Context: an optimization exercise on an open-source flow, tuned for small area. The choices shown serve that exercise and are no tape-out recipe.
In this exercise RTL edits were held to simulation tests only and were not proved equivalent to the original.
The flow treats the clock pin as an ideal source, which a real chip does not have.
No activity file was given, so power comes from the tool's default toggle rates.

v59:
Design dkong3_obj_linebuf, start of the top module:
module dkong3_obj_linebuf #(
    parameter int ADDR_W     = 8,
    parameter int DATA_W     = 6,
    parameter int FIRST_WINS = 1
) (
    input  logic              I_CLK_6M,
    input  logic              W_1B2C_RST,
    input  logic              I_LINE_STB,
    input  logic              I_WR_EN,
    input  logic [ADDR_W-1:0] I_WR_X,
    input  logic [DATA_W-1:0] I_WR_D,
    input  logic [ADDR_W-1:0] I_H,
    input  logic              I_BLANKn,
    input  logic              I_FLIP,
    output logic [DATA_W-1:0] O_OBJ_D,
    output logic              O_BANK
);
For scale: ~9300 cells after synthesis, roughly 3100 flip-flops, ~35 I/O pins.
export LEC_CHECK = 0
export CAP_MARGIN = 5
export CORE_MARGIN = 2
export CORE_UTILIZATION = 65
export GPL_TIMING_DRIVEN = 0
export PLACE_DENSITY = 0.75
export SLEW_MARGIN = 5
export SYNTH_HIERARCHICAL = 1
create_clock -name core_clock -period 10.0 [get_ports {I_CLK_6M}]
standard.sh (not shown) runs the stock make flow with config.mk's settings and CLKGATE_MAP_FILE= SYNTH_SCRIPT=/design/flow/synth_recipe.tcl, a recipe that flattens the netlist after the stock synthesis.
==> flow/flow/run.sh <==
#!/bin/bash
# Standard layout, except: clock tree with clkbuf_16 leaf clusters and no dummy
# loads (leaf buffers upsized afterwards where flop clock-pin slew is high), and
# plain buffers on the ports.
set -euo pipefail
cd "$(dirname "$0")/.."
export CTS_ARGS="-sink_clustering_enable -repair_clock_nets -dont_use_dummy_load -buf_list sky130_fd_sc_hd__clkbuf_16 -sink_clustering_size 30 -sink_clustering_max_diameter 100"
export POST_CTS_TCL="$PWD/flow/post_cts.tcl"
export BUFFER_PORTS_ARGS="-buffer_cell sky130_fd_sc_hd__buf_2"
bash standard.sh > standard.log 2>&1
==> flow/flow/post_cts.tcl <==
# Upsize clock buffers whose flip-flop clock pins see a slow edge.
set_propagated_clock [all_clocks]
estimate_parasitics -placement
set limit 0.105
set n 0
foreach inst [get_cells -hierarchical *] {
  set m [get_property $inst ref_name]
  if {![string match sky130_fd_sc_hd__clkbuf_* $m]} continue
  if {$m eq "sky130_fd_sc_hd__clkbuf_16"} continue
  if {![string match *I_CLK_6M* [get_full_name $inst]]} continue
  set opin [get_pins -of_objects $inst -filter "direction==output"]
  set net [get_nets -of_objects $opin]
  set w 0
  foreach l [get_pins -of_objects $net -filter "direction==input"] {
    set s [get_property $l slew_max]
    if {$s > $w} { set w $s }
  }
  if {$w > $limit} {
    replace_cell $inst sky130_fd_sc_hd__clkbuf_16
    incr n
  }
}
puts "post_cts: upsized $n clock buffers"
detailed_placement
estimate_parasitics -placement
The final layout from v59, which completed every stage, passed the timing, DRC and antenna checks at the end of the flow.
Input changes introduced in v10 (baseline for comparison: v59):
Settings: swapping 5 for 0 in SLEW_MARGIN; swapping 5 for 0 in CAP_MARGIN.
==> comparison <==
Nothing crashed in v10 and all stages finished; the problem is that the final layout failed, the offending checks being max-capacitance violations, max-slew violations.
Sort v59 and v10 by cell area asc -> top: v10
Across both runs, met1 demand-to-capacity share in global routing was lower for v10 than for v59.
Comparing v10 with v59, the via count of the first global-routing pass came out essentially unchanged.
The leakage dissipation of v10 is lower than that of v59.
There was hardly any difference in relative contribution of combinational cells to total power between v59 and v10.
Relative area of non-clock buffer cells in the final design, v59 and v10: higher on v59
Compared with v59, v10 shows wire length that has gone down slightly.
v10 vs v59 on sequential share of layout area: v10 is the higher one.
Modified inputs, v18 compared to v10
Settings: changing CORE_UTILIZATION from 65 to 80; changing PLACE_DENSITY from 0.75 to 0.88; changing SLEW_MARGIN from 0 to 5; changing CAP_MARGIN from 0 to 5.
==> flow/flow/run.sh <==
#!/bin/bash
# Standard layout, except clock tree synthesis: small leaf buffers, no dummy
# loads, and leaf buffers upsized afterwards where flop clock-pin slew is high.
set -euo pipefail
cd "$(dirname "$0")/.."
export CTS_ARGS="-sink_clustering_enable -repair_clock_nets -dont_use_dummy_load -buf_list sky130_fd_sc_hd__clkbuf_8 -root_buf sky130_fd_sc_hd__clkbuf_16 -tree_buf sky130_fd_sc_hd__clkbuf_16 -sink_clustering_size 25 -sink_clustering_max_diameter 80"
export POST_CTS_TCL="$PWD/flow/post_cts.tcl"
bash standard.sh > standard.log 2>&1
==> comparison <==
v18: filler cell count 46% below v10
The final wirelength in v18 sits 4.4% above the value recorded for v10.
Taking v10 as the reference point, the period utilization of v18 rises by 4.5 points.
v18 does worse than v10 on reported clock group power.
v10: complete, dirty (max-capacitance violations, max-slew violations)
v18 completed end to end; final checks failed (max-capacitance violations, max-slew violations).
Worst hold-check slack across v10 and v18: no real change.
Compared with v10, v18 is the more power-hungry design.
Changes in v31 relative to v18:
Settings: PLACE_DENSITY changed from 0.88 to 0.75; CORE_UTILIZATION changed from 80 to 65.
==> flow/flow/run.sh <==
#!/bin/bash
# Standard layout, except: clock tree with clkbuf_16 leaf clusters and no dummy
# loads (leaf buffers upsized afterwards where flop clock-pin slew is high), and
# plain buffers on the ports.
# buffers on the ports.
set -euo pipefail
cd "$(dirname "$0")/.."
export CTS_ARGS="-sink_clustering_enable -repair_clock_nets -dont_use_dummy_load -buf_list sky130_fd_sc_hd__clkbuf_16 -sink_clustering_size 30 -sink_clustering_max_diameter 100"
export POST_CTS_TCL="$PWD/flow/post_cts.tcl"
export BUFFER_PORTS_ARGS="-buffer_cell sky130_fd_sc_hd__buf_2"
bash standard.sh > standard.log 2>&1
## What came out
v31 went all the way through the flow, and no timing, DRC or antenna check failed.
Note that the die area recorded for v18 amounts to 0.814 times the value seen in v31.
Comparing v31 and v18, clock network area share is higher on v18.
Summary of the comparison: depth of the worst register-to-register path is higher in v31, relative to v18.
Clock latency on the worst-skew pair, v31 and v18, lower one = v31.
The run showing the smaller clock skew is v31.
Between v31 and v18, standard-cell row count is higher for v31, v18 comes in under that.
Relative to v18, the setup slack of v31 is higher by 0.64 ns.
Against v18 as the reference, v31 delivers a higher non-clock buffer count.
The internal power in v31 was lower than what v18 gave.
Per the comparison of v31 with v18, utilization lost 17 points, part of the total power dissipated in sequential elements picked up an extra 0.8 points.

## port drivers added, routing unchanged
In the flow no input, the clock included, has a driving cell. The finished layouts below were timed again as built, in two steps.
Step 1 (the two cells are an assumption about what drives the block):
set clk [get_ports {I_CLK_6M}]
set_driving_cell -lib_cell sky130_fd_sc_hd__clkbuf_16 $clk
set_driving_cell -lib_cell sky130_fd_sc_hd__buf_2 [delete_from_list [all_inputs] $clk]
Step 2 times the ports against the registers' clock, not the clock port: input delays grow and output delays shrink by t, the midpoint of the rising clock arrivals with the driver on.
Slacks: no drivers / after step 1 / after step 2; pairs: no drivers / after step 1.
run	shift t [ns]	setup slack, ns	worst setup path at the end
v59	0.871	1.075 / 0.969 / 0.099	input to register
v10	0.874	0.888 / 0.766 / -0.108	input to register
v18	0.912	0.436 / 0.347 / -0.565	input to register
v31	0.871	1.075 / 0.969 / 0.099	input to register
For v18, which loses most, drivers alone change the setup slack by -0.089 ns; drivers and shift together by -1.001 ns.
